What follows belongs to an exercise in optimizing a design on an open flow for small area, a short achievable clock period and few clock cycles; a production flow would make more cautious choices.
Only simulation tests tie the RTL to the original design; equivalence was not proved.

==> job 6433: inputs <==
## lbfgs_top
module lbfgs_top (
    input  logic                  clk,
    input  logic                  rst_LBFGS,
    input  logic                  in_valid,
    output logic                  in_ready,
    input  logic [127:0]          in_x,
    input  logic                  cfg_we,
    input  logic [1:0]            cfg_addr,
    input  logic [63:0]           cfg_data,
    output logic                  res_valid,
    input  logic                  res_ready,
    output logic [166:0]          res
);
    logic [63:0]  w_one;
    logic [63:0]  w_two;
    logic [63:0]  w_neg;
    logic [127:0] m_mem;
    logic [127:0] e1;
    logic [127:0] sr1;
    logic         cin1;
    logic [127:0] step1;
    logic [127:0] diff1;
    logic [127:0] sq1;
    logic [127:0] grad1;
    logic [127:0] sq2;
    logic [127:0] grad2;
    logic [127:0] term2;
    logic [127:0] gsq_n2;
    logic [3:0]   g_lo_zero2;
    lbfgs_ctrl ctrl_i (
        .clk        (clk),
        .rst_LBFGS  (rst_LBFGS),
        .in_valid   (in_valid),
        .in_ready   (in_ready),
        .in_x       (in_x),
        .cfg_we     (cfg_we),
        .cfg_addr   (cfg_addr),
        .cfg_data   (cfg_data),
        .res_valid  (res_valid),
        .res_ready  (res_ready),
        .res        (res),
        .w_one      (w_one),
        .w_two      (w_two),
        .w_neg      (w_neg),
        .m_mem      (m_mem),
        .e1         (e1),
  ...
==> flow/config.mk <==
export PLATFORM = sky130hd
export DESIGN_NAME = lbfgs_top
export DESIGN_NICKNAME = lbfgs_top
export VERILOG_FILES = /design/flow/design.v
export SDC_FILE = /design/flow/constraint.sdc
export NUM_CORES = 4
export LEC_CHECK = 0
export ABC_AREA = 1
export CAP_MARGIN = 20
export CORE_MARGIN = 2
export CORE_UTILIZATION = 40
export SLEW_MARGIN = 20
==> flow/constraint.sdc <==
create_clock -name core_clock -period 23.0 [get_ports {clk}]
set_input_delay 4.6000 -clock core_clock [delete_from_list [all_inputs] [get_ports {clk}]]
set_output_delay 4.6000 -clock core_clock [all_outputs]
set_load 0.01 [all_outputs]
run.sh (not shown) runs the stock make flow with config.mk's settings and CLKGATE_MAP_FILE= SYNTH_SCRIPT=/design/flow/synth_recipe.tcl, a recipe that flattens the netlist after the stock synthesis.
==> job 5979: changes against job 6433 <==
--- a/flow/design.v
+++ b/flow/design.v
@@ -2156,27 +2156,27 @@
 assign one[15] = b[30] ^ b[29];
 assign two[15] = (b[31] & ~b[30] & ~b[29]) | (~b[31] & b[30] & b[29]);
 endmodule
 module objective_unit (
     input  logic [31:0] e,
     input  logic [31:0] sr,
-    input  logic        cin,
+    input  logic        sneg,
     input  logic [15:0] w_one,
     input  logic [15:0] w_two,
     input  logic [15:0] w_neg,
     output logic [31:0] step,
     output logic [31:0] diff,
     output logic [31:0] sq,
     output logic [31:0] grad
 );
-    logic [31:0] diff2;
-    assign step  = sr + {31'd0, cin};
-    assign diff  = e + sr + {31'd0, cin};
-    assign diff2 = {e[30:0], 1'b0} + {sr[30:0], 1'b0} + {30'd0, cin, 1'b0};
+    logic [31:0] sx;
+    assign sx   = sneg ? ~sr : sr;
+    assign step = sx + {31'd0, sneg};
+    assign diff = e + sx + {31'd0, sneg};
     fix_sq  sq_i   (.a(diff), .y(sq));
-    fix_mul grad_i (.a(diff2), .one(w_one), .two(w_two), .neg(w_neg), .y(grad));
+    fix_mul grad_i (.a({diff[30:0], 1'b0}), .one(w_one), .two(w_two), .neg(w_neg), .y(grad));
 endmodule
 module vector_unit (
     input  logic [31:0] sq,
     input  logic [31:0] grad,
     input  logic [15:0] w_one,
     input  logic [15:0] w_two,
@@ -2206,13 +2206,13 @@
     output logic [63:0]   w_one,
     output logic [63:0]   w_two,
     output logic [63:0]   w_neg,
     output logic [127:0]  m_mem,
     output logic [127:0]  e1,
     output logic [127:0]  sr1,
-    output logic          cin1,
+    output logic          sneg1,
     input  logic [127:0]  step1,
     input  logic [127:0]  diff1,
     input  logic [127:0]  sq1,
     input  logic [127:0]  grad1,
     output logic [127:0]  sq2,
     output logic [127:0]  grad2,
@@ -2254,17 +2254,17 @@
     logic         guess1;
     logic         guess3;
     logic         mispred;
     logic         finish;
     logic [127:0] e_ok;
     logic [127:0] sr_ok;
-    logic         cin_ok;
+    logic         sneg_ok;
     logic [3:0]   k_ok;
     logic [127:0] e_mp;
     logic [127:0] sr_mp;
-    logic         cin_mp;
+    logic         sneg_mp;
     logic [3:0]   k_mp;
     logic [63:0]  cfg_one;
     logic [63:0]  cfg_two;
     logic [63:0]  cfg_neg;
     assign in_ready  = (state == lbfgs_pkg::st_idle);
     assign res_valid = (state == lbfgs_pkg::st_done);
@@ -2303,29 +2303,29 @@
                             || (!accept && k3 == lbfgs_pkg::k_last));
     always_comb begin
         for (int i = 0; i < lbfgs_pkg::num_elements; i++) begin
             xt3[i*32 +: 32] = x[i*32 +: 32] + step3[i*32 +: 32];
             if (guess1) begin
                 e_ok[i*32 +: 32]  = diff1[i*32 +: 32];
-                sr_ok[i*32 +: 32] = ~grad1[i*32 +: 32];
+                sr_ok[i*32 +: 32] = grad1[i*32 +: 32];
             end else begin
                 e_ok[i*32 +: 32]  = e1[i*32 +: 32];
                 sr_ok[i*32 +: 32] = $signed(step1[i*32 +: 32]) >>> 1;
             end
             if (!guess3) begin
                 e_mp[i*32 +: 32]  = x[i*32 +: 32] + step3[i*32 +: 32] - m_mem[i*32 +: 32];
-                sr_mp[i*32 +: 32] = ~grad3[i*32 +: 32];
+                sr_mp[i*32 +: 32] = grad3[i*32 +: 32];
             end else begin
                 e_mp[i*32 +: 32]  = x[i*32 +: 32] - m_mem[i*32 +: 32];
                 sr_mp[i*32 +: 32] = $signed(step3[i*32 +: 32]) >>> 1;
             end
         end
     end
-    assign cin_ok  = guess1;
+    assign sneg_ok = guess1;
     assign k_ok    = guess1 ? 4'd0 : k1 + 4'd1;
-    assign cin_mp  = !guess3;
+    assign sneg_mp = !guess3;
     assign k_mp    = guess3 ? k3 + 4'd1 : 4'd0;
     fix_recode cfg_rec_i (.b(cfg_data[63:32]), .one(cfg_one[15:0]), .two(cfg_two[15:0]),
                           .neg(cfg_neg[15:0]));
     always_ff @(posedge clk) begin
         if (!rst_LBFGS) begin
             w_one <= '0;
@@ -2368,13 +2368,13 @@
                     if (in_valid) begin
                         x     <= in_x;
                         for (int i = 0; i < lbfgs_pkg::num_elements; i++) begin
                             e1[i*32 +: 32] <= in_x[i*32 +: 32] - m_mem[i*32 +: 32];
                         end
                         sr1   <= '0;
-                        cin1  <= 1'b0;
+                        sneg1 <= 1'b0;
                         k1    <= '0;
                         init1 <= 1'b1;
                         v2    <= 1'b0;
                         v3    <= 1'b0;
                         iter  <= 6'd1;
                         state <= lbfgs_pkg::st_run;
@@ -2393,18 +2393,18 @@
                         iter <= iter + 6'd1;
                     end
                     init1 <= 1'b0;
                     if (mispred) begin
                         e1    <= e_mp;
                         sr1   <= sr_mp;
-                        cin1  <= cin_mp;
+                        sneg1 <= sneg_mp;
                         k1    <= k_mp;
                     end else begin
                         e1    <= e_ok;
                         sr1   <= sr_ok;
-                        cin1  <= cin_ok;
+                        sneg1 <= sneg_ok;
                         k1    <= k_ok;
                     end
                     v2 <= !mispred;
                     v3 <= !mispred && v2;
                 end
                 lbfgs_pkg::st_done: begin
@@ -2435,13 +2435,13 @@
     logic [63:0]  w_one;
     logic [63:0]  w_two;
     logic [63:0]  w_neg;
     logic [127:0] m_mem;
     logic [127:0] e1;
     logic [127:0] sr1;
-    logic         cin1;
+    logic         sneg1;
     logic [127:0] step1;
     logic [127:0] diff1;
     logic [127:0] sq1;
     logic [127:0] grad1;
     logic [127:0] sq2;
     logic [127:0] grad2;
@@ -2463,13 +2463,13 @@
         .w_one      (w_one),
         .w_two      (w_two),
         .w_neg      (w_neg),
         .m_mem      (m_mem),
         .e1         (e1),
         .sr1        (sr1),
-        .cin1       (cin1),
+        .sneg1      (sneg1),
         .step1      (step1),
         .diff1      (diff1),
         .sq1        (sq1),
         .grad1      (grad1),
         .sq2        (sq2),
         .grad2      (grad2),
@@ -2478,13 +2478,13 @@
         .g_lo_zero2 (g_lo_zero2)
     );
     for (genvar i = 0; i < 4; i++) begin : lane
         objective_unit s1_i (
             .e     (e1[i*32 +: 32]),
             .sr    (sr1[i*32 +: 32]),
-            .cin   (cin1),
+            .sneg  (sneg1),
             .w_one (w_one[i*16 +: 16]),
             .w_two (w_two[i*16 +: 16]),
             .w_neg (w_neg[i*16 +: 16]),
             .step  (step1[i*32 +: 32]),
             .diff  (diff1[i*32 +: 32]),
             .sq    (sq1[i*32 +: 32]),
==> metrics.csv <==
stage,metric,value,unit
run,maxCapViolCount,1,
die,fp-row-count,350,
global_routing,grt_pass1_vias,351600,
sta,finalMaxSlewViolations,16,
clock_tree,clkTransAtPathRegs,0.06,ns
status,violatedChecks,"max-capacitance violations, max-slew violations",
clock_tree,numCtsBuffers,228,
status,status,"complete, but fails checks",
The numbers above come from job 5979.

==> metrics.csv <==
stage,metric,value,unit
die,ios,368,
logic_synthesis,synth_top_family_by_area,adder cells,
clock_tree,numCtsBuffers,224,
clock_tree,clk_latency,1.07,ns
logic_synthesis,synthFlopType,dfxtp_1,
drt,wirelength,1792,mm
clock_tree,clkTransAtPathRegs,0.07,ns
status,status,no timing/DRC/antenna violations,
die,dieArea,928300,µm²
run,maxCapViolCount,0,
The numbers above come from job 6433.

Testbench counts of job 6433, summed over its fixed seeds: cycles 11,025.
Testbench counts of job 5979, summed over its fixed seeds: cycles 11,025.

==> what the ideal ports hide <==
Ports are ideal in the flow. The routed layouts listed here were re-timed in OpenROAD.
Step 1, drivers: a clkbuf_16 drives clk and a buf_2 each remaining input, both assumed.
Step 2 adds t to the input delays and takes it off the output delays; t is the mean of the earliest and latest rising clock arrival at the registers after step 1. Input paths then give back, and output paths get back, about the clock's delay inside the block.
Three values: ideal ports, drivers, drivers and shift; two values: the first two.
| run | t (ns) | slack for setup (ns) | hold WS [ns] | worst setup path at the end | worst data-port slew with drivers (ns) |
|---|---|---|---|---|---|
| job 6433 | 1.152 | 11.879 / 11.879 / 11.879 | 0.294 / 0.294 / 0.294 | register to register | 0.46 |
| job 5979 | 1.243 | 11.290 / 11.290 / 11.290 | 0.261 / 0.261 / 0.261 | register to register | 0.51 |
